What follows belongs to an exercise in optimizing a design on an open flow for small area; a production flow would make more cautious choices.
Only simulation tests tie the RTL to the original design; equivalence was not proved.
The clock port is modelled as an ideal driver; clocking choices that lean on that would not hold on a real chip.
No activity file was given, so power comes from the tool's default toggle rates.

## run.sh

```bash
#!/bin/bash
# synth_recipe.tcl (not shown) runs the flow's synth.tcl, then flattens the netlist and writes it again
# the make line also repeats each setting of config.mk as NAME=value (left out here)
make -C /OpenROAD-flow-scripts/flow DESIGN_CONFIG=/design/flow/config.mk WORK_HOME=/design/flow/orfs CLKGATE_MAP_FILE= SYNTH_SCRIPT=/design/flow/synth_recipe.tcl finish
```

## design.v

```verilog
module mips_register_file #(
    parameter int DATA_WIDTH = 32,
    parameter int ADDR_WIDTH = 5
) (
    input  logic                  clk,
    input  logic                  rst_n,
    input  logic [ADDR_WIDTH-1:0] rs,
    input  logic [ADDR_WIDTH-1:0] rt,
    input  logic [ADDR_WIDTH-1:0] rd,
    input  logic                  regWrite,
    input  logic [DATA_WIDTH-1:0] writeData,
    output logic [DATA_WIDTH-1:0] readData1,
    output logic [DATA_WIDTH-1:0] readData2
);
    localparam int DEPTH = 2 ** ADDR_WIDTH;
    logic [DATA_WIDTH-1:0] regs [DEPTH];
    logic                  wr_en;
    logic [DATA_WIDTH-1:0] stored1;
    logic [DATA_WIDTH-1:0] stored2;
    assign wr_en = regWrite && (rd != '0);
    always_ff @(posedge clk or negedge rst_n) begin
        if (!rst_n) begin
            for (int i = 0; i < DEPTH; i++) begin
                regs[i] <= '0;
            end
        end else if (wr_en) begin
            regs[rd] <= writeData;
        end
    end
    always_comb begin
        stored1 = '0;
        stored2 = '0;
        if (rs != '0) stored1 = regs[rs];
        if (rt != '0) stored2 = regs[rt];
    end
    assign readData1 = stored1;
    assign readData2 = stored2;
endmodule
```

## config.mk

```make
export PLATFORM = sky130hd
export DESIGN_NAME = mips_register_file
export DESIGN_NICKNAME = mips_register_file
export VERILOG_FILES = /design/flow/design.v
export SDC_FILE = /design/flow/constraint.sdc
export NUM_CORES = 4
export LEC_CHECK = 0
export CAP_MARGIN = 20
export CORE_MARGIN = 2
export CORE_UTILIZATION = 35
export SLEW_MARGIN = 20
```

## constraint.sdc

```tcl
create_clock -name core_clock -period 8.0 [get_ports {clk}]
set_input_delay 1.6000 -clock core_clock [delete_from_list [all_inputs] [get_ports {clk}]]
set_output_delay 1.6000 -clock core_clock [all_outputs]
set_load 0.01 [all_outputs]
```

==> notes.md, run 1 <==
Synth top area share 49.5%; H-tree levels 3; Leak 24.7 nW; Crit. End Element output pin; CP max-delay cell nand3b_1; top cells by area, synth dfrtp_1 (50%), mux2_2 (23%), a22oi_1 (9.6%); crit-path max cell delay 1100 ps; Synth Area in Compound Gates 14.8%; skew final 0 ps; XOR/XNOR Fraction of Synth Area 0%; peak supply drop 0.165 mV; clk slew on worst S/H paths 60 ps; largest register by flop count regs; filler-free cell count of the finished design 6239; max reg flops 992; Post-Synth Adder-Cell Area 0%; Initial DRC Count 9446; sequential power share 47.2%; CP startpoint rs[2]; placed instance count 6010; post-synth top area cell dfrtp_1; Setup violations, final 0; Die H 382 um; CTS Hold Bufs 0; FMAX 0.128 GHz; Final ANT Viol Nets 0; first-pass GRT wire length 373000 um; crit path kind input port to output pin; clock share of power 37.1%; Via density 7.38; outcome finished clean; most numerous cell in the Yosys netlist mux2_2; CTS resizes 0; Post-route DRC 0; routed vias 46100; Primary FF master, synth dfrtp_1; number of antenna violations at the first check in global routing 26; post-synthesis async set-or-reset flop share 100%; Num CTS Buffers 110; FF+latch count, synth 992; RSZ-0062 raised after global routing no; worst path required time 6400 ps; Yosys cell types 68; vias in the first global route 43200; GPL Wtd Cong 1.03; Clock Latency Late Sink 750 ps; port bufs 113; Synth warnings 2; syn nets 4239; critical path launch point type input port; R2R Path Start regs[20][16]$_DFFE_PN0P_; hold path startpoint regs[9][23]$_DFFE_PN0P_; combinational fraction of design power 15.7%; Die Wd 382 um; sequential fraction of the synthesis area 49.5%; syn avg cell area 12.0 um2; DP Wirelength 171000 um; Layout area overhead 16.2%; post-route minimum period 7790 ps; die area 0.146 mm2; setup bufs post-CTS 0; Core Area 0.142 mm2; worst path cell trace buf_2 > nand3b_1 > nor2_4 > buf_4 > nand2_1 > o31ai_2 > a221oi_1 > nand4_1 > clkdlybuf4s50_1; Slew @ Worst Pin 1370 ps; Starting Density 35.3%; hold_ws 536 ps; max_cap viols 0; gr usage total 36.9%; Post-synth top cells mux2_2 (1026), dfrtp_1 (992), a22oi_1 (642); Syn Std Cell Area 0.0501 mm2; largest net degree at the start of global routing 178; final max-slew violation count 0; # rows 138; routed wire length 278000 um; Psw 4.55 mW; final cycle utilization of the critical path 97.4%; Pwr Density 259 mW/mm2; Post-synth EDFFs 0; TritonRoute pass-1 iters 19; clock sinks 992; switching power share of the total 30.2%; Rel. slew slack 8.10%; main combinational cell family by area after synthesis multiplexers; CTS tree yes; largest registers regs x992; endpoints failing hold 0; share of layout cells above drive strength 1 36.4%; simple-gate share of the synthesized area 7.09%; mux share of post-synthesis cell area 25.0%; total overflow reported by the global router 0; Clock Root Buffer clkbuf_16; number of I/O pins 114; clk buf depth 3; Sum Neg Setup Slack 0 ps; internal power 10.5 mW; post-DR wirelength/cell 44.5 um; CP max FO 25; final net count 4285; post-synthesis instance total 4189; Hold Crit Class flip-flop to flip-flop; Critical Path AT 6190 ps
## cell families after synthesis
| kind of cell | Yosys count |
|---|---|
| mux | 1118 |
| buf+inv | 411 |
| compound gates | 975 |
| flops | 992 |
| simple gates | 693 |
## cell usage in the layout (no fill, tap or decap), types with 12 or more instances in the layout
| cell | synthesis | layout |
|---|---|---|
| nand2_2 | 1 | 13 |
| a22o_1 | 43 | 43 |
| mux2_2 | 1026 | 1026 |
| buf_12 | 0 | 18 |
| a21oi_1 | 51 | 51 |
| nand3_1 | 46 | 44 |
| a22oi_1 | 642 | 642 |
| bufinv_16 | 0 | 18 |
| nor2_4 | 0 | 70 |
| nand4_1 | 109 | 109 |
| nor2_1 | 123 | 69 |
| o21ai_0 | 30 | 30 |
| a31oi_1 | 13 | 13 |
| and3_1 | 12 | 12 |
| a222oi_1 | 27 | 27 |
| mux2i_1 | 89 | 89 |
| o22ai_1 | 16 | 16 |
| clkbuf_16 | 0 | 113 |
| a32oi_1 | 29 | 29 |
| clkinv_2 | 0 | 21 |
| buf_2 | 155 | 15 |
| nand2_1 | 188 | 176 |
| a221oi_1 | 51 | 51 |
| nor2b_1 | 21 | 13 |
| clkbuf_8 | 0 | 21 |
| diode_2 | 0 | 25 |
| clkbuf_1 | 167 | 21 |
| clkdlybuf4s50_1 | 0 | 94 |
| or4_1 | 21 | 21 |
| buf_4 | 25 | 211 |
| nor3_1 | 61 | 60 |
| nor4_1 | 14 | 13 |
| dfrtp_1 | 992 | 992 |
## power by group through the flow
stage | sequential (mW) | clock [mW] | combinational [mW]
after detailed placement | 7.08 | 0 | 2.29
after floorplan | 6.61 | 0 | 1.44
after global placement | 7.07 | 0 | 2.24
after CTS | 7.00 | 5.60 | 2.30
after global routing | 7.13 | 5.79 | 2.47
final | 7.10 | 5.59 | 2.37
## final timing paths
kind / cells past startpoint / endpoint / slack [ps]
worst max register to register: 1 / regs[20][16]$_DFFE_PN0P_ / 6990
worst min register to register: 1 / regs[9][23]$_DFFE_PN0P_ / 540
min in group asynchronous: 1 / regs[18][23]$_DFFE_PN0P_ / 920
max in group asynchronous: 3 / regs[31][2]$_DFFE_PN0P_ / 5300
worst max-delay path: 9 / readData1[17] / 210
worst min-delay path: 1 / regs[9][23]$_DFFE_PN0P_ / 540
## layer usage
layer  wire, um  global-route usage [%]
met1      99700                    45.6
met2     107000                    49.2
met3      44600                    18.1
met4      25700                    26.6
met5        539                    1.46
## critical path, delay by kind of cell
kind / cells / cell delay, ps
compound gates: 2 / 540
buf+inv: 3 / 1480
simple gates: 4 / 2480
## stage by stage
step	utilization (%)	cell area, um2	setup WS [ps]	power [mW]
after floorplan	-	50100	3100	8.05
after detailed placement	38.3	54200	791	9.37
after CTS	41.0	58100	787	14.9
after global placement	38.2	54200	625	9.30
after global routing	41.0	58200	627	15.4
final	41.1	58200	211	15.1
## cell type report
| type | count | area [um2] |
|---|---|---|
| clock inverters | 46 | 699 |
| inverters | 6 | 22.5 |
| flip-flops and latches | 992 | 24800 |
| clock buffers | 155 | 3200 |
| diodes | 25 | 62.6 |
| repair buffers | 339 | 2980 |
| multi-input cells | 2786 | 24100 |
| fillers | 13300 | 83500 |
| well taps | 1890 | 2360 |
==> inputs of run 2 (changes only) <==
==> design.v (replaced) <==
module rf_aoi222 (
    input  logic a0, b0, a1, b1, a2, b2,
    output logic y
);
    assign y = ~((a0 & b0) | (a1 & b1) | (a2 & b2));
endmodule
module mips_register_file #(
    parameter int DATA_WIDTH = 32,
    parameter int ADDR_WIDTH = 5
) (
    input  logic                  clk,
    input  logic                  rst_n,
    input  logic [ADDR_WIDTH-1:0] rs,
    input  logic [ADDR_WIDTH-1:0] rt,
    input  logic [ADDR_WIDTH-1:0] rd,
    input  logic                  regWrite,
    input  logic [DATA_WIDTH-1:0] writeData,
    output logic [DATA_WIDTH-1:0] readData1,
    output logic [DATA_WIDTH-1:0] readData2
);
    localparam int DEPTH = 2 ** ADDR_WIDTH;
    localparam int NGRP  = (DEPTH - 1) / 3;    
    logic [DATA_WIDTH-1:0] regs [1:DEPTH-1];
    logic [DEPTH-1:1]      valid;
    logic [DEPTH-1:1]      we;
    logic [DEPTH-1:1]      sel1;
    logic [DEPTH-1:1]      sel2;
    always_comb begin
        for (int i = 1; i < DEPTH; i++) begin
            we[i]   = regWrite && (rd == i[ADDR_WIDTH-1:0]);
            sel1[i] = valid[i] && (rs == i[ADDR_WIDTH-1:0]);
            sel2[i] = valid[i] && (rt == i[ADDR_WIDTH-1:0]);
        end
    end
    always_ff @(posedge clk or negedge rst_n) begin
        if (!rst_n) begin
            valid <= '0;
        end else begin
            valid <= valid | we;
        end
    end
    always_ff @(posedge clk) begin
        for (int i = 1; i < DEPTH; i++) begin
            if (we[i]) regs[i] <= writeData;
        end
    end
    logic [NGRP:0] n1 [DATA_WIDTH];
    logic [NGRP:0] n2 [DATA_WIDTH];
    for (genvar b = 0; b < DATA_WIDTH; b++) begin : g_bit
        for (genvar g = 0; g < NGRP; g++) begin : g_grp
            rf_aoi222 u_p1 (
                .a0(sel1[3*g+1]), .b0(regs[3*g+1][b]),
                .a1(sel1[3*g+2]), .b1(regs[3*g+2][b]),
                .a2(sel1[3*g+3]), .b2(regs[3*g+3][b]),
                .y (n1[b][g])
            );
            rf_aoi222 u_p2 (
                .a0(sel2[3*g+1]), .b0(regs[3*g+1][b]),
                .a1(sel2[3*g+2]), .b1(regs[3*g+2][b]),
                .a2(sel2[3*g+3]), .b2(regs[3*g+3][b]),
                .y (n2[b][g])
            );
        end
        assign n1[b][NGRP] = ~(sel1[DEPTH-1] & regs[DEPTH-1][b]);
        assign n2[b][NGRP] = ~(sel2[DEPTH-1] & regs[DEPTH-1][b]);
        assign readData1[b] = ~&n1[b];
        assign readData2[b] = ~&n2[b];
    end
endmodule
==> flow/run.sh (new file) <==
#!/bin/bash
# The standard layout, with two changes: port buffers are the smallest buffer cell, and
# clock tree synthesis clusters up to 24 sinks within 60 um and inserts no dummy loads.
set -euo pipefail
export BUFFER_PORTS_ARGS="-buffer_cell sky130_fd_sc_hd__buf_1"
export CTS_ARGS="-sink_clustering_enable -repair_clock_nets -sink_clustering_size 24 -sink_clustering_max_diameter 60 -dont_use_dummy_load"
bash standard.sh finish > standard.log 2>&1
==> standard.sh (new file) <==
#!/bin/bash
# synth_recipe.tcl (not shown) runs the flow's synth.tcl, then flattens the netlist and writes it again
# the make line also repeats each setting of config.mk as NAME=value (left out here)
make -C /OpenROAD-flow-scripts/flow DESIGN_CONFIG=/design/flow/config.mk WORK_HOME=/design/flow/orfs CLKGATE_MAP_FILE= SYNTH_SCRIPT=/design/flow/synth_recipe.tcl "${@:-finish}"
--- a/config.mk
+++ b/config.mk
@@ -7,5 +7,7 @@
 export LEC_CHECK = 0
 export CAP_MARGIN = 20
 export CORE_MARGIN = 2
-export CORE_UTILIZATION = 35
+export CORE_UTILIZATION = 40
 export SLEW_MARGIN = 20
+export SYNTH_HIERARCHICAL = 1
+export SYNTH_MINIMUM_KEEP_SIZE = 0
removed: run.sh
==> notes.md, run 2 <==
outcome finished clean; port bufs 113 (unchanged); Clock Latency Late Sink 620 ps (-130 ps); TritonRoute pass-1 iters 10 (-9); vias in the first global route 28500 (-34%); Die Wd 320 um (-16%); DP Area 0.0427 mm2 (-21%); Initial DRC Count 8241 (-13%); max_cap viols 0 (unchanged); hold path startpoint valid[26]$_DFF_PN0_; routed wire length 149000 um (-46%); combinational fraction of design power 7.0% (-8.7 points); first-pass GRT wire length 207000 um (-44%); Leak 13.7 nW (-44%); hold_ws 485 ps (-51.1 ps); CP max FO 24 (-4.0%); post-synth top area cell edfxtp_1; Synth top area share 74.6% (+25 points); die area 0.102 mm2 (-30%); Buf+Inv Stages, Crit Path 3 (unchanged); Primary FF master, synth edfxtp_1; DP Wirelength 81400 um (-53%); skew final 0 ps (unchanged); Final ANT Viol Nets 0 (unchanged); clk buf depth 3 (unchanged); CTS tree yes; worst path required time 6400 ps (about the same); post-DR wirelength/cell 41.1 um (-7.6%); Clock Root Buffer clkbuf_16; top cells by area, synth edfxtp_1 (75%), a222oi_1 (16%), nand4_1 (2.0%); instance count on the critical path 8 (-1); sequential fraction of the synthesis area 76.6% (+27 points); most numerous cell in the Yosys netlist edfxtp_1; R2R Path Start valid[29]$_DFF_PN0_; final max-slew violation count 0 (unchanged); WHS Path Cells 1 (unchanged); reg2reg end valid[29]$_DFF_PN0_; Via density 7.91 (+7.2%); worst path cell trace buf_1 > nor2b_1 > and4_2 > buf_4 > a222oi_1 > nand4_1 > a2111o_1 > buf_1; share of layout cells above drive strength 1 10.9% (-25 points); Post-synth EDFFs 992 (+992); peak supply drop 0.142 mV (-14%); switching power share of the total 22.7% (-7.5 points); internal power 7.64 mW (-27%); sequential power share 60.9% (+14 points); Crit. End Element output pin; final cycle utilization of the critical path 78.5% (-19 points); number of antenna violations at the first check in global routing 3 (-88%); CP delay by family, top simple AND/OR/NAND/NOR gates; leading cell type in the layout, fill and taps excluded edfxtp_1; syn avg cell area 19.0 um2 (+59%); post-synthesis async set-or-reset flop share 3.03% (-97 points); critical path launch point type input port; Hold Crit Class flip-flop to flip-flop; gr usage total 28.3% (-8.6 points); Starting Density 40.5% (+5.1 points); Syn Std Cell Area 0.0399 mm2 (-20%); syn nets 2152 (-49%); crit path kind input port to output pin; total overflow reported by the global router 0 (unchanged); Min-Delay Endpoint valid[26]$_DFF_PN0_; Layout area overhead 11.3%; worst r2r path cells 1 (unchanged); FMAX 0.159 GHz (+24%); largest registers regs x992, valid x31; Yosys cell types 26 (-62%); Post-route DRC 0 (unchanged); routed vias 28700 (-38%); Setup violations, final 0 (unchanged); setup bufs post-CTS 0 (unchanged); post-layout util 45.1% (+4.0 points); clock sinks 1023 (+3.1%); final worst slack 1720 ps (+1510 ps); Slew @ Worst Pin 1270 ps (-106 ps); Critical Path AT 4680 ps (-1510 ps); GPL Wtd Cong 1.01 (-2.0%); Most common cell on crit path buf_1; largest net degree at the start of global routing 34 (-81%); crit-path max cell delay 1060 ps (-40 ps); most frequent cells in the layout edfxtp_1 (992), a222oi_1 (640), nand4_1 (129); CTS Hold Bufs 0 (unchanged); RSZ-0062 raised after global routing no; clock share of power 32.1% (-5.0 points); pre-CTS WS 1950 ps (+1150 ps); Post-synth top cells edfxtp_1 (992), a222oi_1 (640), nand4_1 (129); Psw 2.25 mW (-51%); final net count 2395 (-44%); flop-to-flop setup slack 7170 ps (+180 ps); clk slew on worst S/H paths 60 ps (about the same); Pwr Density 223 mW/mm2 (-14%); post-route minimum period 6280 ps (-1510 ps); CP max-delay cell and4_2; max reg flops 992 (unchanged); post-synthesis instance total 2102 (-50%); Core Area 0.0986 mm2 (-30%); # rows 115 (-17%); endpoints failing hold 0 (unchanged); Synth warnings 13 (+11); largest register by flop count regs; FF+latch count, synth 1023 (+3.1%); Rel. slew slack 15.5% (+7.4 points); fill count 8457 (-36%); Die H 320 um (-16%); CTS resizes 0 (unchanged); Sum Neg Setup Slack 0 ps (unchanged); number of I/O pins 114 (unchanged); Num CTS Buffers 67 (-39%); design area 0.0444 mm2 (-24%); H-tree levels 3 (unchanged)
run 2: power groups by stage:
stage / Combinational [mW] / Clock [mW] / Sequential [mW]
6_report: 0.688 / 3.18 / 6.03
2_1_floorplan: 0.277 / 0 / 6.12
3_5_place_dp: 0.656 / 0 / 6.14
5_1_grt: 0.701 / 3.37 / 6.03
3_3_place_gp: 0.645 / 0 / 6.13
4_1_cts: 0.658 / 3.20 / 6.02
run 2: worst max path at each step:
stage	start	end	slack, ps
after floorplan	rt[1]	readData2[0]	3130
after global placement	rs[4]	readData1[26]	1960
after detailed placement	rt[4]	readData2[2]	1950
after CTS	rt[4]	readData2[2]	1930
after global routing	rt[4]	readData2[15]	1650
final	rt[4]	readData2[2]	1720
run 2: per-module statistics from Yosys, one instance, submodules excluded:
| module | cell area [um2] | flops+latches | cells |
|---|---|---|---|
| mips_register_file | 33500 | 1023 | 1462 |
| rf_aoi222 | 10.0 | 0 | 1 |
run 2: cell type report:
cell class / instances / area (um2) / area share, %
flip-flops and latches: 1023 / 30600 / 68.8
well taps: 1287 / 1610 / 3.63
clock buffers: 67 / 1680 / 3.78
repair buffers: 188 / 1030 / 2.32
multi-input cells: 1065 / 9520 / 21.4
diodes: 3 / 7.51 / 0.0169
run 2: through the flow:
step / cells / total power [mW]
after CTS: 3628 / 9.88
after floorplan: 2102 / 6.40
after detailed placement: 3561 / 6.80
after global placement: 3559 / 6.78
after global routing: 3631 / 10.1
final: 3633 / 9.89
run 2: logic make-up (layout without fill, tap and decap cells):
group | count (synthesis) | count (layout) | synth area share, %
AO/OA/AOI/OAI | 719 | 719 | 18.1
buffers and inverters | 14 | 255 | 0.339
flip-flops | 1023 | 1023 | 76.6
other | 0 | 3 | 0
AND/OR/NAND/NOR | 346 | 346 | 4.93
run 2: routing by layer:
metal / routed length (um) / global-route usage [%] / vias to the layer above
met3: 24400 / 8.73 / 407
met4: 6650 / 11.7 / 4
li1: - / - / 10900
met2: 67000 / 43.2 / 2828
met5: 24 / 0 / -
met1: 51400 / 37.6 / 14600
==> inputs of run 3 (changes only) <==
==> flow/run.sh (replaced) <==
#!/bin/bash
# The standard layout, with two changes: port buffers are the smallest buffer cell, and
# clock tree synthesis clusters up to 30 sinks within 50 um and inserts no dummy loads.
set -euo pipefail
export BUFFER_PORTS_ARGS="-buffer_cell sky130_fd_sc_hd__buf_1"
export CTS_ARGS="-sink_clustering_enable -repair_clock_nets -sink_clustering_size 30 -sink_clustering_max_diameter 50 -dont_use_dummy_load"
bash standard.sh finish > standard.log 2>&1
==> notes.md, run 3 <==
Sum Neg Setup Slack 0 ps (unchanged); peak supply drop 0.145 mV (+1.8%); crit-path max cell delay 1150 ps (+90 ps); Initial DRC Count 7822 (-5.1%); worst path required time 6400 ps (about the same); R2R Path Start valid[29]$_DFF_PN0_; mux share of post-synthesis cell area 0% (unchanged); clk buf depth 3 (unchanged); Power Total 10.4 mW (+5.1%); Buf+Inv Stages, Crit Path 2 (-1); DP Area 0.0427 mm2 (unchanged); Slew @ Worst Pin 1240 ps (-23.0 ps); critical path launch point type input port; Synth warnings 13 (unchanged); die area 0.102 mm2 (unchanged); design area 0.0449 mm2 (+1.0%); met3 Track Usage GR 8.75% (+0.019 points); Hold Crit Class flip-flop to flip-flop; CTS tree yes; Clock Latency Late Sink 630 ps (about the same); leading cell type in the layout, fill and taps excluded edfxtp_1; number of I/O pins 114 (unchanged); largest registers regs x992, valid x31; Crit. End Element output pin; setup bufs post-CTS 0 (unchanged); clock sinks 1023 (unchanged); max_cap viols 0 (unchanged); DP Wirelength 81400 um (unchanged); hold path startpoint valid[23]$_DFF_PN0_; TritonRoute pass-1 iters 13 (+3); Clock Root Buffer clkbuf_16; Post-synth top cells edfxtp_1 (992), a222oi_1 (640), nand4_1 (129); Die H 320 um (unchanged); simple-gate share of the synthesized area 4.93% (unchanged); placed instance count 3561 (unchanged); RSZ-0062 raised after global routing no; post-synthesis instance total 2102 (unchanged); Rel. slew slack 17.0% (+1.5 points); vias in the first global route 28600 (+0.54%); reg2reg end valid[29]$_DFF_PN0_; gr busiest metal met2; WHS Path Cells 1 (unchanged); Num CTS Buffers 87 (+30%); sequential fraction of the synthesis area 76.6% (unchanged); main combinational cell family by area after synthesis compound AO/OA/AOI/OAI gates; post-route minimum period 6300 ps (+21.1 ps); filler-free cell count of the finished design 3650 (+0.47%); most numerous cell in the Yosys netlist edfxtp_1; Leak 14.0 nW (+1.7%); clk slew on worst S/H paths 50 ps (about the same); final cycle utilization of the critical path 78.8% (+0.26 points); routed wire length 150000 um (about the same); Synth Area in Compound Gates 18.1% (unchanged); max reg flops 992 (unchanged); worst path cell trace buf_1 > nor2b_1 > and4_2 > a222oi_1 > nand4_1 > a2111o_1 > buf_1; Setup violations, final 0 (unchanged); routed vias 28800 (+0.29%); crit path kind input port to output pin; GPL Wtd Cong 1.01 (unchanged); CP max-delay cell and4_2; FF+latch count, synth 1023 (unchanged); CP delay by family, top simple AND/OR/NAND/NOR gates; Pwr Density 232 mW/mm2 (+4.0%); final net count 2413 (+0.75%); total overflow reported by the global router 0 (unchanged); endpoints failing hold 0 (unchanged); syn avg cell area 19.0 um2 (unchanged); Core Area 0.0986 mm2 (unchanged); post-synthesis async set-or-reset flop share 3.03% (unchanged); gr usage total 28.3% (about the same); FMAX 0.159 GHz (-0.33%); flop-to-flop setup slack 7170 ps (about the same); CP max FO 32 (+33%); worst r2r path cells 1 (unchanged); Post-route DRC 0 (unchanged); GR Util met2 42.8% (-0.44 points); Post-synth EDFFs 992 (unchanged); first-pass GRT wire length 207000 um (about the same); share of layout cells above drive strength 1 11.6% (+0.68 points); Post-Synth Adder-Cell Area 0% (unchanged); XOR/XNOR Fraction of Synth Area 0% (unchanged); Min-Delay Endpoint valid[23]$_DFF_PN0_; port bufs 113 (unchanged); Syn Std Cell Area 0.0399 mm2 (unchanged); top cells by area, synth edfxtp_1 (75%), a222oi_1 (16%), nand4_1 (2.0%); Synth top area share 74.6% (unchanged); instance count on the critical path 7 (-1); outcome finished clean; Yosys cell types 26 (unchanged); Layout area overhead 12.4%; final max-slew violation count 0 (unchanged); Primary FF master, synth edfxtp_1; Die Wd 320 um (unchanged); hold_ws 483 ps (-2.26 ps); syn nets 2152 (unchanged); Final ANT Viol Nets 0 (unchanged); post-synth top area cell edfxtp_1; CTS Hold Bufs 0 (unchanged); number of antenna violations at the first check in global routing 3 (unchanged); Via density 7.89 (-0.18%); skew final 0 ps (unchanged); # rows 115 (unchanged); Most common cell on crit path buf_1; most frequent cells in the layout edfxtp_1 (992), a222oi_1 (640), nand4_1 (129); GRT met1 Usage 37.5% (-0.11 points); largest net degree at the start of global routing 34 (unchanged); post-DR wirelength/cell 41.0 um (-0.44%); Starting Density 40.5% (unchanged); Critical Path AT 4700 ps (+20 ps); largest register by flop count regs; H-tree levels 3 (unchanged); CTS resizes 0 (unchanged)
-- run 3: cell counts after synthesis --
No cell type changed its count.
-- run 3: Yosys stat by module, one instance, submodules excluded --
module	copies in the design	area [um2]
mips_register_file	1	33500
rf_aoi222	640	10.0
-- run 3: cell families (layout without fill, tap and decap cells) --
group                  Yosys count  count (layout)
other                            0               2
AOI/OAI and AO/OA              719             719
buffers and inverters           14             273
DFF                           1023            1023
and+or+nand+nor                346             346
-- run 3: cell type report --
class	instances	area [um2]
clock buffers	87	2180
multi-input cells	1065	9520
repair buffers	186	991
fillers	8435	53700
flip-flops and latches	1023	30600
diodes	2	5.00
well taps	1287	1610
-- run 3: worst max-delay path by stage --
stage / startpoint / end / slack (ps)
floorplan: rt[1] / readData2[0] / 3130
global placement: rs[4] / readData1[26] / 1960
detailed placement: rt[4] / readData2[2] / 1950
CTS: rt[4] / readData2[2] / 1930
global route: rt[4] / readData2[15] / 1660
finish: rs[4] / readData1[26] / 1700
-- run 3: layer usage --
layer	share of wire (%)	vias up
li1	-	11000
met1	34	14500
met2	44	2828
met3	16	488
met4	5.2	4
met5	0.016	-
-- run 3: per-stage QoR --
step / setup WS [ps] / util [%]
after global placement: 1960 / 43.3
after floorplan: 3130 / -
after global routing: 1660 / 45.5
after CTS: 1930 / 45.5
after detailed placement: 1950 / 43.3
final: 1700 / 45.5
-- run 3: power breakdown --
part           switching [mW]  total, mW  internal, mW
logic                   0.500      0.686         0.186
registers              0.0576       6.03          5.97
clock network            1.77       3.67          1.91
total                    2.32       10.4          8.07
==> inputs of run 4 (changes only) <==
--- a/design.v
+++ b/design.v
@@ -3,6 +3,18 @@
     output logic y
 );
     assign y = ~((a0 & b0) | (a1 & b1) | (a2 & b2));
+endmodule
+module rf_nor2 (
+    input  logic a, b,
+    output logic y
+);
+    assign y = ~(a | b);
+endmodule
+module rf_and3 (
+    input  logic a, b, c,
+    output logic y
+);
+    assign y = a & b & c;
 endmodule
 module mips_register_file #(
     parameter int DATA_WIDTH = 32,
@@ -25,12 +37,24 @@
     logic [DEPTH-1:1]      we;
     logic [DEPTH-1:1]      sel1;
     logic [DEPTH-1:1]      sel2;
+    logic [7:0] wr_hi_n, rs_hi, rt_hi;
+    logic [3:0] wr_lo_n, rs_lo, rt_lo;
     always_comb begin
-        for (int i = 1; i < DEPTH; i++) begin
-            we[i]   = regWrite && (rd == i[ADDR_WIDTH-1:0]);
-            sel1[i] = valid[i] && (rs == i[ADDR_WIDTH-1:0]);
-            sel2[i] = valid[i] && (rt == i[ADDR_WIDTH-1:0]);
+        for (int h = 0; h < 8; h++) begin
+            wr_hi_n[h] = !(regWrite && (rd[4:2] == 3'(h)));
+            rs_hi[h]   = (rs[4:2] == 3'(h));
+            rt_hi[h]   = (rt[4:2] == 3'(h));
         end
+        for (int l = 0; l < 4; l++) begin
+            wr_lo_n[l] = !(rd[1:0] == 2'(l));
+            rs_lo[l]   = (rs[1:0] == 2'(l));
+            rt_lo[l]   = (rt[1:0] == 2'(l));
+        end
+    end
+    for (genvar i = 1; i < DEPTH; i++) begin : g_dec
+        rf_nor2 u_we (.a(wr_hi_n[i/4]), .b(wr_lo_n[i%4]), .y(we[i]));
+        rf_and3 u_s1 (.a(valid[i]), .b(rs_hi[i/4]), .c(rs_lo[i%4]), .y(sel1[i]));
+        rf_and3 u_s2 (.a(valid[i]), .b(rt_hi[i/4]), .c(rt_lo[i%4]), .y(sel2[i]));
     end
     always_ff @(posedge clk or negedge rst_n) begin
         if (!rst_n) begin
==> flow/run.sh (replaced) <==
#!/bin/bash
# The standard layout, with two changes: port buffers are the smallest buffer cell, and
# clock tree synthesis clusters up to 28 sinks within 80 um and inserts no dummy loads.
set -euo pipefail
export BUFFER_PORTS_ARGS="-buffer_cell sky130_fd_sc_hd__buf_1"
export CTS_ARGS="-sink_clustering_enable -repair_clock_nets -sink_clustering_size 28 -sink_clustering_max_diameter 80 -dont_use_dummy_load"
bash standard.sh finish > standard.log 2>&1
==> notes.md, run 4 <==
combinational fraction of design power 7.1% (+0.5 points); gr usage total 26.6% (-1.7 points); H-tree levels 2 (-1); outcome finished clean; Synth top area share 75.0% (+0.34 points); clk slew on worst S/H paths 100 ps (+50 ps); Core Area 0.0984 mm2 (-0.15%); DP Wirelength 78000 um (-4.1%); setup bufs post-CTS 0 (unchanged); CTS tree yes; syn avg cell area 19.0 um2 (+0.12%); crit-path max cell delay 1050 ps (-100 ps); Most common cell on crit path buf_1; DP Area 0.0425 mm2 (-0.45%); CP max FO 32 (unchanged); leading cell type in the layout, fill and taps excluded edfxtp_1; sequential fraction of the synthesis area 76.9% (+0.34 points); skew final 0 ps (unchanged); Die Wd 319 um (-0.22%); GPL Wtd Cong 0.847 (-16%); worst path cell trace buf_1 > nor2b_1 > and3_2 > a222oi_1 > nand4_1 > a2111o_1 > buf_1; Die H 319 um (-0.22%); RSZ-0062 raised after global routing no; total overflow reported by the global router 0 (unchanged); CTS Hold Bufs 0 (unchanged); Leak 13.4 nW (-3.8%); post-synth top area cell edfxtp_1; filler-free cell count of the finished design 3590 (-1.6%); Slew @ Worst Pin 1270 ps (+25.4 ps); sequential power share 65.2% (+7.2 points); fill count 8503 (+0.81%); max_cap viols 0 (unchanged); Setup violations, final 0 (unchanged); final net count 2354 (-2.4%); Clock Root Buffer clkbuf_16; vias in the first global route 27200 (-5.1%); routed vias 28000 (-2.7%); Critical Path AT 4530 ps (-170 ps); post-DR wirelength/cell 39.5 um (-3.5%); routed wire length 142000 um (-5.1%); Crit. End Element output pin; Via density 7.81 (-1.1%); worst path required time 6400 ps (about the same); critical path launch point type input port; syn nets 2140 (-0.56%); CP max-delay cell and3_2; post-route minimum period 6130 ps (-170 ps); placed instance count 3545 (-0.45%); Starting Density 40.4% (-0.12 points); endpoints failing hold 0 (unchanged); # rows 115 (unchanged); post-synthesis async set-or-reset flop share 3.03% (unchanged); die area 0.102 mm2 (-0.44%); number of I/O pins 114 (unchanged); Clock Latency Late Sink 630 ps (about the same); FMAX 0.163 GHz (+2.8%); clock share of power 27.7% (-7.7 points); post-synthesis instance total 2090 (-0.57%); internal power 7.14 mW (-11%); Yosys cell types 18 (-31%); most numerous cell in the Yosys netlist edfxtp_1; most frequent cells in the layout edfxtp_1 (992), a222oi_1 (640), nand4_1 (129); Initial DRC Count 7015 (-10%); switching power share of the total 22.7% (+0.29 points); Psw 2.09 mW (-10%); TritonRoute pass-1 iters 17 (+4); Layout area overhead 9.74%; Post-route DRC 0 (unchanged); Num CTS Buffers 44 (-49%); Syn Std Cell Area 0.0397 mm2 (-0.45%); share of layout cells above drive strength 1 10.3% (-1.4 points); max reg flops 992 (unchanged); Pwr Density 212 mW/mm2 (-8.5%); FF+latch count, synth 1023 (unchanged); largest register by flop count regs; crit path kind input port to output pin; Synth warnings 13 (unchanged); Rel. slew slack 15.3% (-1.7 points); largest registers regs x992, valid x31; top cells by area, synth edfxtp_1 (75%), a222oi_1 (16%), nand4_1 (2.0%); Hold Crit Class flip-flop to flip-flop; Post-synth top cells edfxtp_1 (992), a222oi_1 (640), nand4_1 (129); Post-synth EDFFs 992 (unchanged); first-pass GRT wire length 196000 um (-5.6%); final max-slew violation count 0 (unchanged); Primary FF master, synth edfxtp_1; final cycle utilization of the critical path 76.6% (-2.1 points); largest net degree at the start of global routing 34 (unchanged); port bufs 113 (unchanged); Sum Neg Setup Slack 0 ps (unchanged); CTS resizes 0 (unchanged); peak supply drop 0.194 mV (+34%); clk buf depth 3 (unchanged); number of antenna violations at the first check in global routing 8 (+5); design area 0.0436 mm2 (-2.8%); clock sinks 1023 (unchanged); Final ANT Viol Nets 0 (unchanged)
## run 4: cell count changes after synthesis, sizes merged, moves of 5 or more
cell	delta
o21bai	-15
or2	+15
and3	+11
and4	-9
clkbuf	-6
and3b	+5
## run 4: cell families after synthesis
kind of cell | synth area share, %
flip-flops | 76.9
buffers and inverters | 0.123
AO/OA/AOI/OAI | 17.9
AND/OR/NAND/NOR | 5.00
## run 4: cell type report
cell class	instances	area [um2]	share of cell area, %
sequential	1023	30600	70.1
tap	1287	1610	3.69
clock buffer	44	1100	2.53
timing repair buffer	174	900	2.06
multi-input combinational	1061	9420	21.6
antenna	1	2.50	0.00574
## run 4: path summary, 6_finish.rpt
kind	startpoint	end	slack [ps]	depth (start not counted)
min in group asynchronous	rst_n	valid[13]$_DFF_PN0_	1060	1
worst min-delay path	valid[12]$_DFF_PN0_	valid[12]$_DFF_PN0_	490	1
worst min register to register	valid[12]$_DFF_PN0_	valid[12]$_DFF_PN0_	490	1
max in group asynchronous	rst_n	valid[7]$_DFF_PN0_	6400	1
worst max-delay path	rs[0]	readData1[15]	1870	7
worst max register to register	valid[13]$_DFF_PN0_	valid[13]$_DFF_PN0_	7190	1
## run 4: per-module statistics from Yosys, one instance, submodules excluded
module / flops+latches / copies in the design
mips_register_file: 1023 / 1
rf_and3: 0 / 62
rf_aoi222: 0 / 640
rf_nor2: 0 / 31
## run 4: power groups by stage
stage                     combinational [mW]  clock [mW]  sequential (mW)
after floorplan                        0.273           0             6.12
after global placement                 0.625           0             6.13
after detailed placement               0.637           0             6.14
after CTS                              0.639        2.57             6.02
after global routing                   0.675        2.74             6.03
final                                  0.657        2.56             6.02
## run 4: stage by stage
step | setup WS, ps | util, % | hold WS [ps] | total power [mW]
3_5_place_dp | 1950 | 43.2 | 465 | 6.77
6_report | 1870 | 44.3 | 491 | 9.23
2_1_floorplan | 3280 | - | 444 | 6.40
5_1_grt | 1850 | 44.3 | 510 | 9.45
3_3_place_gp | 2030 | 43.1 | 459 | 6.75
4_1_cts | 1940 | 44.3 | 491 | 9.22
## run 4: critical path, delay by kind of cell
kind | cells | cell delay [ps]
buffers and inverters | 2 | 410
AOI/OAI and AO/OA | 2 | 470
and+or+nand+nor | 3 | 2020
## run 4: layer usage
layer	wire [um]	part of all wire (%)	global-route usage, %	up-vias
met1	49900	35	35.2	14100
met4	6090	4.3	11.1	10
li1	-	-	-	10800
met5	72	0.051	0	-
met2	65100	46	42.1	2627
met3	20700	15	6.38	420
==> inputs of run 5 (changes only) <==
==> flow/run.sh (replaced) <==
#!/bin/bash
# The standard layout, with two changes: port buffers are the smallest buffer cell, and
# clock tree synthesis uses clkbuf_8 buffers, clusters up to 16 sinks within 80 um and
# inserts no dummy loads.
set -euo pipefail
export BUFFER_PORTS_ARGS="-buffer_cell sky130_fd_sc_hd__buf_1"
export CTS_ARGS="-sink_clustering_enable -repair_clock_nets -sink_clustering_size 16 -sink_clustering_max_diameter 80 -buf_list sky130_fd_sc_hd__clkbuf_8 -dont_use_dummy_load"
bash standard.sh finish > standard.log 2>&1
==> notes.md, run 5 <==
die area 0.102 mm2 (unchanged); Post-synth top cells edfxtp_1 (992), a222oi_1 (640), nand4_1 (129); routed wire length 143000 um (+0.89%); post-synthesis async set-or-reset flop share 3.03% (unchanged); hold_ws 497 ps (+6.36 ps); Layout area overhead 9.53%; largest register by flop count regs; final max-slew violation count 0 (unchanged); GPL Wtd Cong 0.847 (unchanged); Die Wd 319 um (unchanged); Final ANT Viol Nets 0 (unchanged); Via density 7.77 (-0.52%); Core Area 0.0984 mm2 (unchanged); skew final 0 ps (unchanged); sequential fraction of the synthesis area 76.9% (unchanged); endpoints failing hold 0 (unchanged); Synth top area share 75.0% (unchanged); pre-CTS WS 1950 ps (unchanged); sequential power share 66.0% (+0.8 points); number of antenna violations at the first check in global routing 9 (+1); Yosys cell types 18 (unchanged); Clock Latency Late Sink 720 ps (+90 ps); largest net degree at the start of global routing 34 (unchanged); most frequent cells in the layout edfxtp_1 (992), a222oi_1 (640), nand4_1 (129); Psw 2.14 mW (+2.3%); clk buf depth 3 (unchanged); Min-Delay Endpoint valid[12]$_DFF_PN0_; Slew @ Worst Pin 1240 ps (-27.3 ps); post-synthesis instance total 2090 (unchanged); setup bufs post-CTS 0 (unchanged); TritonRoute pass-1 iters 13 (-4); worst path required time 6400 ps (about the same); Clock Root Buffer clkbuf_8; Pwr Density 209 mW/mm2 (-1.1%); vias in the first global route 27400 (+0.94%); DP Wirelength 78000 um (unchanged); first-pass GRT wire length 197000 um (+0.56%); Num CTS Buffers 73 (+66%); # rows 115 (unchanged); gr usage total 26.9% (+0.28 points); combinational fraction of design power 7.2% (about the same); flop-to-flop setup slack 7190 ps (about the same); most numerous cell in the Yosys netlist edfxtp_1; max reg flops 992 (unchanged); syn nets 2140 (unchanged); crit path kind input port to output pin; Rel. slew slack 17.2% (+1.8 points); Leak 13.4 nW (-0.13%); Primary FF master, synth edfxtp_1; Hold Crit Class flip-flop to flip-flop; Power Total 9.11 mW (-1.3%); worst r2r path cells 1 (unchanged); post-route minimum period 6110 ps (-17.9 ps); H-tree levels 3 (+1); reg2reg end valid[13]$_DFF_PN0_; Most common cell on crit path buf_1; CP max FO 32 (unchanged); fill count 8523 (+0.24%); critical path launch point type input port; Synth warnings 13 (unchanged); final cycle utilization of the critical path 76.4% (-0.22 points); Die H 319 um (unchanged); post-synth top area cell edfxtp_1; WHS Path Cells 1 (unchanged); CTS tree yes; Starting Density 40.4% (unchanged); final net count 2383 (+1.2%); clock share of power 26.7% (-1.0 points); Syn Std Cell Area 0.0397 mm2 (unchanged); Crit. End Element output pin; FMAX 0.164 GHz (+0.29%); RSZ-0062 raised after global routing no; FF+latch count, synth 1023 (unchanged); leading cell type in the layout, fill and taps excluded edfxtp_1; share of layout cells above drive strength 1 11.4% (+1.1 points); top cells by area, synth edfxtp_1 (75%), a222oi_1 (16%), nand4_1 (2.0%); switching power share of the total 23.5% (+0.83 points); Reg area 0.0306 mm2 (unchanged); max_cap viols 0 (unchanged); crit-path max cell delay 990 ps (-60 ps); final worst slack 1890 ps (+17.9 ps); Sum Neg Setup Slack 0 ps (unchanged); R2R Path Start valid[13]$_DFF_PN0_; worst path cell trace buf_1 > nor2b_1 > and3_2 > a222oi_1 > nand4_1 > a2111o_1 > buf_1; routed vias 28100 (+0.42%); clock sinks 1023 (unchanged); Multi-input gate area 0.00942 mm2 (unchanged); outcome finished clean; CP max-delay cell and3_2; Post-synth EDFFs 992 (unchanged); syn avg cell area 19.0 um2 (unchanged); number of I/O pins 114 (unchanged); filler-free cell count of the finished design 3624 (+0.95%); peak supply drop 0.108 mV (-44%); largest registers regs x992, valid x31; hold path startpoint valid[12]$_DFF_PN0_; port bufs 113 (unchanged); CTS resizes 0 (unchanged); clk slew on worst S/H paths 100 ps (about the same); CTS Hold Bufs 0 (unchanged); post-DR wirelength/cell 39.5 um (about the same); Critical Path AT 4510 ps (-20 ps); Setup violations, final 0 (unchanged); total overflow reported by the global router 0 (unchanged); internal power 6.97 mW (-2.4%); placed instance count 3545 (unchanged); Initial DRC Count 7223 (+3.0%); Post-route DRC 0 (unchanged)
==> run 5: cell counts after synthesis <==
Identical to the previous run, type by type.
==> run 5: cell type report <==
class / count / share of cell area (%)
repair buffers: 174 / 2.07
flip-flops and latches: 1023 / 70.2
diodes: 6 / 0.0345
clock buffers: 73 / 2.31
well taps: 1287 / 3.70
multi-input cells: 1061 / 21.6
==> run 5: kinds of logic (layout without fill, tap and decap cells) <==
family                 Yosys count  in the layout  share of synthesized area, %
buffers and inverters            6            247                         0.123
DFF                           1023           1023                          76.9
and+or+nand+nor                357            357                          5.00
other                            0              6                             0
AOI/OAI and AO/OA              704            704                          17.9
==> run 5: how the worst max path moves through the flow <==
stage / start / end / cells past startpoint
finish: rt[1] / readData2[0] / 7
global route: rs[2] / readData1[13] / 7
CTS: rs[2] / readData1[20] / 8
detailed placement: rs[2] / readData1[20] / 8
global placement: rs[2] / readData1[20] / 8
floorplan: rs[0] / readData1[0] / 5
==> run 5: worst max-delay path: cells and delay by family <==
| kind | cells | cell delay [ps] |
|---|---|---|
| and+or+nand+nor | 3 | 1900 |
| AOI/OAI and AO/OA | 2 | 600 |
| buffers and inverters | 2 | 340 |
==> run 5: metrics by stage <==
stage	utilization [%]	cell area (um2)
after detailed placement	43.2	42500
after floorplan	-	39700
after global placement	43.1	42500
after global routing	44.2	43500
after CTS	44.2	43500
final	44.2	43500
==> run 5: power by group through the flow <==
stage | Combinational [mW] | Sequential [mW] | Clock [mW]
after floorplan | 0.273 | 6.12 | 0
after CTS | 0.639 | 6.01 | 2.45
final | 0.658 | 6.02 | 2.44
after detailed placement | 0.637 | 6.14 | 0
after global routing | 0.675 | 6.03 | 2.62
after global placement | 0.625 | 6.13 | 0
==> run 5: per-layer routing <==
layer,vias up,wire length (um),track usage (%)
met4,6,6170,12.1
met1,14300,50900,35.5
li1,10900,-,-
met5,-,44,0
met3,423,20800,6.79
met2,2557,65200,42.1
==> run 5: per-module statistics from Yosys, one instance, submodules excluded <==
module              flip-flops and latches  area (um2)  cells
rf_nor2                                  0        3.75      1
rf_and3                                  0        6.26      1
rf_aoi222                                0        10.0      1
mips_register_file                    1023       32800   1357
==> inputs of run 6 (changes only) <==
==> flow/run.sh (replaced) <==
#!/bin/bash
# The standard layout, with three changes: port buffers are the smallest buffer cell; clock
# tree synthesis uses clkbuf_8 buffers, clusters up to 16 sinks within 80 um and inserts no
# dummy loads; and after clock tree synthesis, combinational cells that placement-time repair
# sized up are sized back down wherever slews stay under 0.5 ns and setup slack over 1 ns.
set -euo pipefail
export BUFFER_PORTS_ARGS="-buffer_cell sky130_fd_sc_hd__buf_1"
export CTS_ARGS="-sink_clustering_enable -repair_clock_nets -sink_clustering_size 16 -sink_clustering_max_diameter 80 -buf_list sky130_fd_sc_hd__clkbuf_8 -dont_use_dummy_load"
bash standard.sh cts > standard_cts.log 2>&1
R=orfs/results/sky130hd/mips_register_file/base
cp $R/4_cts.odb $R/4_cts_before_downsize.odb
ODB=$R/4_cts_before_downsize.odb SDC=$R/4_cts.sdc OUT=$R/4_cts.odb SLEW_LIM=0.5 SETUP_LIM=1.0 \
  openroad -threads ${NUM_CORES:-4} -no_init -exit flow/downsize.tcl > downsize.log 2>&1
touch $R/4_cts.odb
bash standard.sh finish > standard.log 2>&1
==> flow/downsize.tcl (new file) <==
# Downsize combinational cells whose output load is light, keeping slews and slack safe.
read_liberty $::env(FLOW_HOME)/platforms/sky130hd/lib/sky130_fd_sc_hd__tt_025C_1v80.lib
read_db $::env(ODB)
read_sdc $::env(SDC)
source $::env(FLOW_HOME)/platforms/sky130hd/setRC.tcl
estimate_parasitics -placement
set lib [lindex [get_libs *] 0]
proc area {} { return [sta::format_area [rsz::design_area] 0] }
puts "D: before area [area] slewv [sta::max_slew_violation_count] capv [sta::max_capacitance_violation_count] setup [worst_slack -max] hold [worst_slack -min]"
set n 0
foreach oi [[ord::get_db_block] getInsts] {
  set m [[$oi getMaster] getName]
  set inst [get_cells [$oi getName]]
  if {![regexp {^(sky130_fd_sc_hd__[a-z0-9]+)_([0-9]+)$} $m -> base sz]} continue
  if {$sz <= 1} continue
  if {[regexp {clkbuf|clkinv|df|edf|tap|fill|decap|conb|diode|dly} $base]} continue
  set cands {}
  foreach s {0 1 2 4} { if {$s < $sz && [llength [get_lib_cells -quiet */${base}_$s]]} { lappend cands ${base}_$s } }
  foreach c $cands {
    set name [$oi getName]
    replace_cell $name $c
    set ok 1
    foreach p [get_pins -of_objects $inst -filter "direction==output"] {
      set net [get_nets -of_objects $p]
      foreach q [concat $p [get_pins -of_objects $net -filter "direction==input"]] {
        foreach e {rise fall} { if {[get_property $q slew_max_$e] > $::env(SLEW_LIM)} { set ok 0 } }
      }
    }
    if {$ok && ([sta::max_slew_violation_count] > 0 || [sta::max_capacitance_violation_count] > 0 || [worst_slack -max] < $::env(SETUP_LIM))} { set ok 0 }
    if {$ok} { puts "D: $name $m -> $c"; incr n; break } else { replace_cell $name $m }
  }
}
puts "D: after area [area] slewv [sta::max_slew_violation_count] capv [sta::max_capacitance_violation_count] setup [worst_slack -max] hold [worst_slack -min] changed $n"
if {[info exists ::env(OUT)]} { write_db $::env(OUT) }
==> notes.md, run 6 <==
R2R Path Start valid[13]$_DFF_PN0_; largest register by flop count regs; post-synth top area cell edfxtp_1; FF+latch count, synth 1023 (unchanged); Die Wd 319 um (unchanged); post-layout util 44.0% (-0.22 points); Leak 13.4 nW (-0.47%); hold_ws 496 ps (-1.09 ps); share of layout cells above drive strength 1 8.97% (-2.4 points); number of I/O pins 114 (unchanged); Multi-input gate area 0.00924 mm2 (-1.9%); Synth warnings 13 (unchanged); number of antenna violations at the first check in global routing 9 (unchanged); syn nets 2140 (unchanged); CP max FO 32 (unchanged); clk buf depth 3 (unchanged); Layout area overhead 8.97%; most frequent cells in the layout edfxtp_1 (992), a222oi_1 (640), nand4_1 (129); largest registers regs x992, valid x31; FMAX 0.163 GHz (-0.24%); Post-synth top cells edfxtp_1 (992), a222oi_1 (640), nand4_1 (129); largest net degree at the start of global routing 34 (unchanged); final net count 2383 (unchanged); Starting Density 40.4% (unchanged); DP Wirelength 78000 um (unchanged); endpoints failing hold 0 (unchanged); post-route minimum period 6130 ps (+14.7 ps); first-pass GRT wire length 197000 um (about the same); Initial DRC Count 7306 (+1.1%); Crit. End Element output pin; Num CTS Buffers 73 (unchanged); critical path launch point type input port; post-synthesis instance total 2090 (unchanged); Clock Root Buffer clkbuf_8; Setup violations, final 0 (unchanged); fill count 8558 (+0.41%); Sum Neg Setup Slack 0 ps (unchanged); CTS resizes 0 (unchanged); # rows 115 (unchanged); Clock Latency Late Sink 720 ps (about the same); top cells by area, synth edfxtp_1 (75%), a222oi_1 (16%), nand4_1 (2.0%); total overflow reported by the global router 0 (unchanged); max_cap viols 0 (unchanged); Critical Path AT 4530 ps (+20 ps); Hold Crit Class flip-flop to flip-flop; H-tree levels 3 (unchanged); vias in the first global route 27400 (-0.19%); leading cell type in the layout, fill and taps excluded edfxtp_1; Reg area 0.0306 mm2 (unchanged); clock sinks 1023 (unchanged); most numerous cell in the Yosys netlist edfxtp_1; Yosys cell types 18 (unchanged); GPL Wtd Cong 0.847 (unchanged); post-synthesis async set-or-reset flop share 3.03% (unchanged); Via density 7.78 (+0.21%); Die H 319 um (unchanged); Rel. slew slack 18.6% (+1.5 points); max reg flops 992 (unchanged); post-DR wirelength/cell 39.4 um (-0.21%); syn avg cell area 19.0 um2 (unchanged); setup bufs post-CTS 0 (unchanged); final cycle utilization of the critical path 76.6% (+0.18 points); Slew @ Worst Pin 1220 ps (-22.2 ps); Core Area 0.0984 mm2 (unchanged); die area 0.102 mm2 (unchanged); final max-slew violation count 0 (unchanged); crit path kind input port to output pin; peak supply drop 0.109 mV (+0.78%); Final ANT Viol Nets 0 (unchanged); TritonRoute pass-1 iters 14 (+1); Primary FF master, synth edfxtp_1; hold path startpoint valid[16]$_DFF_PN0_; port bufs 113 (unchanged); worst path required time 6400 ps (about the same); CTS Hold Bufs 0 (unchanged); Synth top area share 75.0% (unchanged); sequential fraction of the synthesis area 76.9% (unchanged); CP startpoint rs[2]; routed vias 28200 (+0.18%); routed wire length 143000 um (-0.24%); clk slew on worst S/H paths 100 ps (about the same); outcome finished clean; Post-route DRC 0 (unchanged); gr usage total 26.9% (about the same); skew final 0 ps (unchanged); CTS tree yes; Syn Std Cell Area 0.0397 mm2 (unchanged); Post-synth EDFFs 992 (unchanged); Pwr Density 210 mW/mm2 (+0.30%); RSZ-0062 raised after global routing no
==> run 6: layout make-up <==
cell class / count / area share (%)
Antenna cell: 5 / 0.0289
Clock buffer: 73 / 2.32
Multi-Input combinational cell: 1061 / 21.3
Sequential cell: 1023 / 70.6
Tap cell: 1287 / 3.72
Timing Repair Buffer: 174 / 1.99
==> run 6: worst max-delay path, cell delays in order <==
cell	delay [ps]
buf_1	260
nor3b_1	500
and3_2	1040
a222oi_1	340
nand4_1	370
a2111o_1	210
buf_1	180
==> run 6: final timing paths <==
check	cells after the start	to	slack, ps
max reg2reg	1	valid[13]$_DFF_PN0_	7250
min	1	valid[16]$_DFF_PN0_	500
min in group asynchronous	1	valid[15]$_DFF_PN0_	950
max in group asynchronous	1	valid[18]$_DFF_PN0_	6510
max	7	readData1[13]	1870
min reg2reg	1	valid[16]$_DFF_PN0_	500
==> run 6: Yosys stat by module (local to each module, per instance) <==
module              times used  flops+latches
mips_register_file           1           1023
rf_and3                     62              0
rf_aoi222                  640              0
rf_nor2                     31              0
==> run 6: cells by family (layout without fill, tap and decap cells) <==
family / Yosys count / after routing / synth area share (%)
flip-flops: 1023 / 1023 / 76.9
other: 0 / 5 / 0
buffers and inverters: 6 / 247 / 0.123
AND/OR/NAND/NOR: 357 / 357 / 5.00
AO/OA/AOI/OAI: 704 / 704 / 17.9
==> run 6: per-layer routing <==
metal,wire [um],up-vias,GRT usage (%),part of all wire (%)
li1,-,10900,-,-
met5,65,-,0,0.046
met3,20900,442,6.67,15
met1,50800,14200,35.6,36
met2,64700,2655,42.0,45
met4,6380,8,11.9,4.5
==> run 6: power breakdown <==
group / switching [mW] / leakage (nW) / internal [mW] / total [mW]
logic: 0.468 / 3.55 / 0.173 / 0.641
registers: 0.0513 / 9.29 / 5.97 / 6.02
clock network: 1.61 / 0.525 / 0.823 / 2.44
==> run 6: per-stage QoR <==
stage          cell area (um2)  total power [mW]  instances  worst slack [ps]
2_1_floorplan            39700              6.40       2090              3280
3_3_place_gp             42500              6.75       3544              2030
3_5_place_dp             42500              6.77       3545              1950
4_1_cts                  43500              9.11       3618              1940
5_1_grt                  43300              9.31       3620              1790
6_report                 43300              9.09       3623              1870
==> inputs of run 7 (changes only) <==
==> flow/run.sh (replaced) <==
#!/bin/bash
# The standard layout, with three changes: port buffers are the smallest buffer cell; clock
# tree synthesis uses clkbuf_8 buffers, clusters up to 17 sinks within 80 um and inserts no
# dummy loads; and after clock tree synthesis, combinational cells that placement-time repair
# sized up are sized back down wherever slews stay under 0.8 ns and setup slack over 1 ns.
set -euo pipefail
export BUFFER_PORTS_ARGS="-buffer_cell sky130_fd_sc_hd__buf_1"
export CTS_ARGS="-sink_clustering_enable -repair_clock_nets -sink_clustering_size 17 -sink_clustering_max_diameter 80 -buf_list sky130_fd_sc_hd__clkbuf_8 -dont_use_dummy_load"
bash standard.sh cts > standard_cts.log 2>&1
R=orfs/results/sky130hd/mips_register_file/base
cp $R/4_cts.odb $R/4_cts_before_downsize.odb
ODB=$R/4_cts_before_downsize.odb SDC=$R/4_cts.sdc OUT=$R/4_cts.odb SLEW_LIM=0.8 SETUP_LIM=1.0 \
  openroad -threads ${NUM_CORES:-4} -no_init -exit flow/downsize.tcl > downsize.log 2>&1
touch $R/4_cts.odb
bash standard.sh finish > standard.log 2>&1
==> notes.md, run 7 <==
# rows 115 (unchanged); Primary FF master, synth edfxtp_1; endpoints failing hold 0 (unchanged); worst path cell trace buf_1 > nor3b_1 > and3_1 > buf_1 > a222oi_1 > nand2_1 > a2111o_1 > buf_1; post-route minimum period 6350 ps (+222 ps); Clock Latency Late Sink 710 ps (about the same); max reg flops 992 (unchanged); first-pass GRT wire length 197000 um (about the same); post-synthesis async set-or-reset flop share 3.03% (unchanged); max_cap viols 0 (unchanged); FF+latch count, synth 1023 (unchanged); crit path kind input port to output pin; routed wire length 143000 um (about the same); syn avg cell area 19.0 um2 (unchanged); CP max FO 17 (-47%); Synth warnings 13 (unchanged); final cycle utilization of the critical path 79.4% (+2.8 points); Rel. slew slack 18.0% (-0.66 points); Critical Path AT 4750 ps (+220 ps); Pwr Density 209 mW/mm2 (-0.40%); clk slew on worst S/H paths 120 ps (+20 ps); Core Area 0.0984 mm2 (unchanged); GPL Wtd Cong 0.847 (unchanged); Layout area overhead 8.70%; leading cell type in the layout, fill and taps excluded edfxtp_1; most numerous cell in the Yosys netlist edfxtp_1; top cells by area, synth edfxtp_1 (75%), a222oi_1 (16%), nand4_1 (2.0%); largest registers regs x992, valid x31; Die Wd 319 um (unchanged); CTS resizes 0 (unchanged); final net count 2382 (-0.042%); Via density 7.75 (-0.35%); Syn Std Cell Area 0.0397 mm2 (unchanged); Sum Neg Setup Slack 0 ps (unchanged); Most common cell on crit path buf_1; DP Wirelength 78000 um (unchanged); Yosys cell types 18 (unchanged); Post-synth top cells edfxtp_1 (992), a222oi_1 (640), nand4_1 (129); skew final 0 ps (unchanged); post-DR wirelength/cell 39.5 um (about the same); Hold Crit Class flip-flop to flip-flop; syn nets 2140 (unchanged); Final ANT Viol Nets 0 (unchanged); Slew @ Worst Pin 1230 ps (+9.88 ps); Synth top area share 75.0% (unchanged); CP max-delay cell and3_1; port bufs 113 (unchanged); sequential fraction of the synthesis area 76.9% (unchanged); clk buf depth 3 (unchanged); Buf+Inv Stages, Crit Path 3 (+1); critical path launch point type input port; Setup violations, final 0 (unchanged); Die H 319 um (unchanged); largest register by flop count regs; post-synth top area cell edfxtp_1; H-tree levels 3 (unchanged); final max-slew violation count 0 (unchanged); Num CTS Buffers 70 (-4.1%); Post-synth EDFFs 992 (unchanged); Starting Density 40.4% (unchanged); TritonRoute pass-1 iters 13 (-1); routed vias 28100 (-0.46%); clock sinks 1023 (unchanged); total overflow reported by the global router 0 (unchanged); peak supply drop 0.0967 mV (-11%); Post-route DRC 0 (unchanged); most frequent cells in the layout edfxtp_1 (992), a222oi_1 (640), nand4_1 (129); CTS tree yes; RSZ-0062 raised after global routing no; crit-path max cell delay 1020 ps (-20 ps); number of antenna violations at the first check in global routing 9 (unchanged); worst path required time 6400 ps (about the same); number of I/O pins 114 (unchanged); Crit. End Element output pin; Initial DRC Count 7098 (-2.8%); largest net degree at the start of global routing 34 (unchanged); CP delay by family, top simple AND/OR/NAND/NOR gates; Clock Root Buffer clkbuf_8; filler-free cell count of the finished design 3619 (-0.11%); placed instance count 3545 (unchanged); Leak 13.3 nW (-0.23%); gr usage total 26.9% (-0.037 points); Power Total 9.04 mW (-0.65%); outcome finished clean; setup bufs post-CTS 0 (unchanged); post-synthesis instance total 2090 (unchanged); vias in the first global route 27300 (-0.10%); share of layout cells above drive strength 1 8.80% (-0.17 points); FMAX 0.157 GHz (-3.5%); CTS Hold Bufs 0 (unchanged); die area 0.102 mm2 (unchanged)
## run 7: cell counts after synthesis
Identical to the previous run, type by type.
## run 7: Yosys stat by module (local to each module, per instance)
| module | cells inside | area (um2) | flops+latches |
|---|---|---|---|
| rf_nor2 | 1 | 3.75 | 0 |
| mips_register_file | 1357 | 32800 | 1023 |
| rf_and3 | 1 | 6.26 | 0 |
| rf_aoi222 | 1 | 10.0 | 0 |
## run 7: layout make-up
class | count | area, um2
Multi-Input combinational cell | 1061 | 9210
Sequential cell | 1023 | 30600
Antenna cell | 2 | 5.00
Tap cell | 1287 | 1610
Clock buffer | 70 | 963
Timing Repair Buffer | 176 | 832
Fill cell | 8599 | 55200
## run 7: kinds of logic after synthesis
group | count (synthesis) | share of synthesized area [%]
flip-flops | 1023 | 76.9
AO/OA/AOI/OAI | 704 | 17.9
AND/OR/NAND/NOR | 357 | 5.00
buffers and inverters | 6 | 0.123
## run 7: metal layers
metal	GRT usage [%]	vias to the layer above	routed length [um]
met4	11.7	10	6010
met1	35.5	14200	50200
met2	42.4	2602	65400
li1	-	10900	-
met3	6.41	404	21100
met5	0	-	71
## run 7: worst paths after layout
| path | start | endpoint | slack, ps | depth (start not counted) |
|---|---|---|---|---|
| max in group asynchronous | rst_n | valid[5]$_DFF_PN0_ | 6490 | 1 |
| min in group asynchronous | rst_n | valid[29]$_DFF_PN0_ | 960 | 1 |
| worst min register to register | valid[30]$_DFF_PN0_ | valid[30]$_DFF_PN0_ | 500 | 1 |
| worst max-delay path | rt[2] | readData2[6] | 1650 | 8 |
| worst max register to register | valid[13]$_DFF_PN0_ | valid[13]$_DFF_PN0_ | 7240 | 1 |
| worst min-delay path | valid[30]$_DFF_PN0_ | valid[30]$_DFF_PN0_ | 500 | 1 |
## run 7: where the power goes
group / internal [mW] / total [mW] / switching, mW
sequential: 5.97 / 6.02 / 0.0515
clock: 0.791 / 2.38 / 1.59
combinational: 0.170 / 0.639 / 0.469
total: 6.93 / 9.04 / 2.11
## run 7: stage by stage
step / hold slack (ps) / setup WS (ps) / cell area [um2] / util, %
final: 503 / 1650 / 43200 / 43.9
after global routing: 520 / 1630 / 43200 / 43.9
after CTS: 492 / 1940 / 43400 / 44.1
after detailed placement: 465 / 1950 / 42500 / 43.2
after global placement: 459 / 2030 / 42500 / 43.1
after floorplan: 444 / 3280 / 39700 / -
==> inputs of run 8 (changes only) <==
==> flow/run.sh (replaced) <==
#!/bin/bash
# The standard layout, with three changes: port buffers are the smallest buffer cell; clock
# tree synthesis uses clkbuf_8 buffers, clusters up to 17 sinks within 80 um and inserts no
# dummy loads; and after clock tree synthesis, combinational cells that placement-time repair
# sized up are sized back down wherever slews stay under 1.0 ns and setup slack over 1 ns.
set -euo pipefail
export BUFFER_PORTS_ARGS="-buffer_cell sky130_fd_sc_hd__buf_1"
export CTS_ARGS="-sink_clustering_enable -repair_clock_nets -sink_clustering_size 17 -sink_clustering_max_diameter 80 -buf_list sky130_fd_sc_hd__clkbuf_8 -dont_use_dummy_load"
bash standard.sh cts > standard_cts.log 2>&1
R=orfs/results/sky130hd/mips_register_file/base
cp $R/4_cts.odb $R/4_cts_before_downsize.odb
ODB=$R/4_cts_before_downsize.odb SDC=$R/4_cts.sdc OUT=$R/4_cts.odb SLEW_LIM=1.0 SETUP_LIM=1.0 \
  openroad -threads ${NUM_CORES:-4} -no_init -exit flow/downsize.tcl > downsize.log 2>&1
touch $R/4_cts.odb
bash standard.sh finish > standard.log 2>&1
==> notes.md, run 8 <==
FMAX 0.157 GHz (-0.14%); Power Total 9.03 mW (about the same); DP Wirelength 78000 um (unchanged); flop-to-flop setup slack 7250 ps (about the same); post-synthesis instance total 2090 (unchanged); Num CTS Buffers 70 (unchanged); number of antenna violations at the first check in global routing 9 (unchanged); routed wire length 143000 um (about the same); Final ANT Viol Nets 0 (unchanged); design area 0.0434 mm2 (+0.44%); port bufs 113 (unchanged); max reg flops 992 (unchanged); Via density 7.74 (-0.18%); Die Wd 319 um (unchanged); Setup violations, final 0 (unchanged); RSZ-0062 raised after global routing no; Sum Neg Setup Slack 0 ps (unchanged); syn avg cell area 19.0 um2 (unchanged); Post-synth top cells edfxtp_1 (992), a222oi_1 (640), nand4_1 (129); Layout area overhead 9.18%; reg2reg end valid[13]$_DFF_PN0_; GPL Wtd Cong 0.847 (unchanged); Post-route DRC 0 (unchanged); Rel. slew slack 19.3% (+1.3 points); sequential fraction of the synthesis area 76.9% (unchanged); WHS Path Cells 1 (unchanged); outcome finished clean; final net count 2390 (+0.34%); post-route minimum period 6360 ps (+8.89 ps); routed vias 28100 (+0.10%); Synth warnings 13 (unchanged); post-synth top area cell edfxtp_1; Initial DRC Count 7157 (+0.83%); total overflow reported by the global router 0 (unchanged); vias in the first global route 27400 (+0.051%); max_cap viols 0 (unchanged); placed instance count 3545 (unchanged); DP Area 0.0425 mm2 (unchanged); # rows 115 (unchanged); filler-free cell count of the finished design 3629 (+0.28%); most frequent cells in the layout edfxtp_1 (992), a222oi_1 (640), nand4_1 (129); most numerous cell in the Yosys netlist edfxtp_1; Min-Delay Endpoint valid[30]$_DFF_PN0_; largest registers regs x992, valid x31; skew final 0 ps (unchanged); Yosys cell types 18 (unchanged); top cells by area, synth edfxtp_1 (75%), a222oi_1 (16%), nand4_1 (2.0%); Slew @ Worst Pin 1210 ps (-20.1 ps); Pwr Density 208 mW/mm2 (-0.46%); CP max FO 17 (unchanged); pre-CTS WS 1950 ps (unchanged); setup bufs post-CTS 0 (unchanged); Hold Crit Class flip-flop to flip-flop; Synth top area share 75.0% (unchanged); Die H 319 um (unchanged); critical path launch point type input port; R2R Path Start valid[13]$_DFF_PN0_; peak supply drop 0.0972 mV (+0.53%); worst path required time 6400 ps (about the same); post-synthesis async set-or-reset flop share 3.03% (unchanged); clock sinks 1023 (unchanged); CTS tree yes; Leak 13.4 nW (+0.57%); die area 0.102 mm2 (unchanged); share of layout cells above drive strength 1 9.02% (+0.23 points); final worst slack 1640 ps (-8.89 ps); Critical Path AT 4760 ps (about the same); number of I/O pins 114 (unchanged); H-tree levels 3 (unchanged); CTS resizes 0 (unchanged); syn nets 2140 (unchanged); crit-path max cell delay 1010 ps (about the same); largest register by flop count regs; first-pass GRT wire length 197000 um (about the same); final cycle utilization of the critical path 79.5% (+0.11 points); crit path kind input port to output pin; worst path cell trace buf_1 > nor3b_1 > and3_1 > buf_1 > a222oi_1 > nand2_1 > a2111o_1 > buf_1; largest net degree at the start of global routing 34 (unchanged); Primary FF master, synth edfxtp_1; Core Area 0.0984 mm2 (unchanged); post-DR wirelength/cell 39.3 um (-0.35%); final max-slew violation count 0 (unchanged); endpoints failing hold 0 (unchanged); Post-synth EDFFs 992 (unchanged); gr usage total 26.8% (about the same); Starting Density 40.4% (unchanged); Syn Std Cell Area 0.0397 mm2 (unchanged); clk slew on worst S/H paths 120 ps (about the same); clk buf depth 3 (unchanged); hold path startpoint valid[30]$_DFF_PN0_; Clock Latency Late Sink 710 ps (about the same); Crit. End Element output pin; CTS Hold Bufs 0 (unchanged); FF+latch count, synth 1023 (unchanged); worst r2r path cells 1 (unchanged); TritonRoute pass-1 iters 17 (+4); Clock Root Buffer clkbuf_8; leading cell type in the layout, fill and taps excluded edfxtp_1; Most common cell on crit path buf_1; CP max-delay cell and3_1
## run 8: cell types whose count changed in the layout (fill, tap and decap cells not counted), moves of 2 or more
cell,previous run,this run
buf_12,1,3
buf_16,1,7
buf_2,41,37
buf_4,18,14
clkbuf_2,10,17
diode_2,2,4
## run 8: worst max path at each step
stage,start,end,slack (ps)
5_1_grt,rt[2],readData2[6],1670
3_3_place_gp,rs[2],readData1[20],2030
3_5_place_dp,rs[2],readData1[20],1950
6_report,rt[2],readData2[6],1640
4_1_cts,rs[2],readData1[20],1940
2_1_floorplan,rs[0],readData1[0],3280
## run 8: logic make-up (layout without fill, tap and decap cells)
group           count (synthesis)  in the layout  share of synthesized area, %
buf+inv                         6            254                         0.123
compound gates                704            704                          17.9
flops                        1023           1023                          76.9
other cells                     0              4                             0
simple gates                  357            357                          5.00
## run 8: layout make-up
class                           count  area, um2
Clock buffer                       70        963
Antenna cell                        4       10.0
Tap cell                         1287       1610
Multi-Input combinational cell   1061       9200
Timing Repair Buffer              184       1030
Sequential cell                  1023      30600
Fill cell                        8586      55000
## run 8: critical path, delay by kind of cell
| kind | cells | cell delay [ps] |
|---|---|---|
| AND/OR/NAND/NOR | 3 | 1600 |
| buffers and inverters | 3 | 1080 |
| AO/OA/AOI/OAI | 2 | 460 |
## run 8: per-module statistics from Yosys (local to each module, per instance)
module / flip-flops and latches / cells / cell area [um2] / times used
rf_and3: 0 / 1 / 6.26 / 62
rf_nor2: 0 / 1 / 3.75 / 31
rf_aoi222: 0 / 1 / 10.0 / 640
mips_register_file: 1023 / 1357 / 32800 / 1
## run 8: layer usage
layer | GRT usage [%] | wire length [um] | vias up
li1 | - | - | 10900
met1 | 35.3 | 50200 | 14200
met2 | 42.4 | 65500 | 2620
met3 | 6.48 | 21100 | 415
met4 | 11.8 | 5840 | 10
met5 | 0 | 73 | -
## run 8: power breakdown
group / leakage, nW / switching (mW) / internal (mW)
Combinational: 3.62 / 0.467 / 0.171
Clock: 0.503 / 1.59 / 0.791
Sequential: 9.29 / 0.0514 / 5.97
Total: 13.4 / 2.10 / 6.93
## run 8: stage by stage
stage          util [%]  hold slack (ps)
2_1_floorplan         -              444
3_3_place_gp       43.1              459
3_5_place_dp       43.2              465
4_1_cts            44.1              492
5_1_grt            44.1              520
6_report           44.1              505

Re-timed with assumed drivers on the ports (clkbuf_16 on the clock, buf_2 on other inputs), run 8 has 1.613 ns of setup slack against 1.642 ns with ideal ports, and 1.613 ns once port delays also move by the mid clock arrival of 0.781 ns.
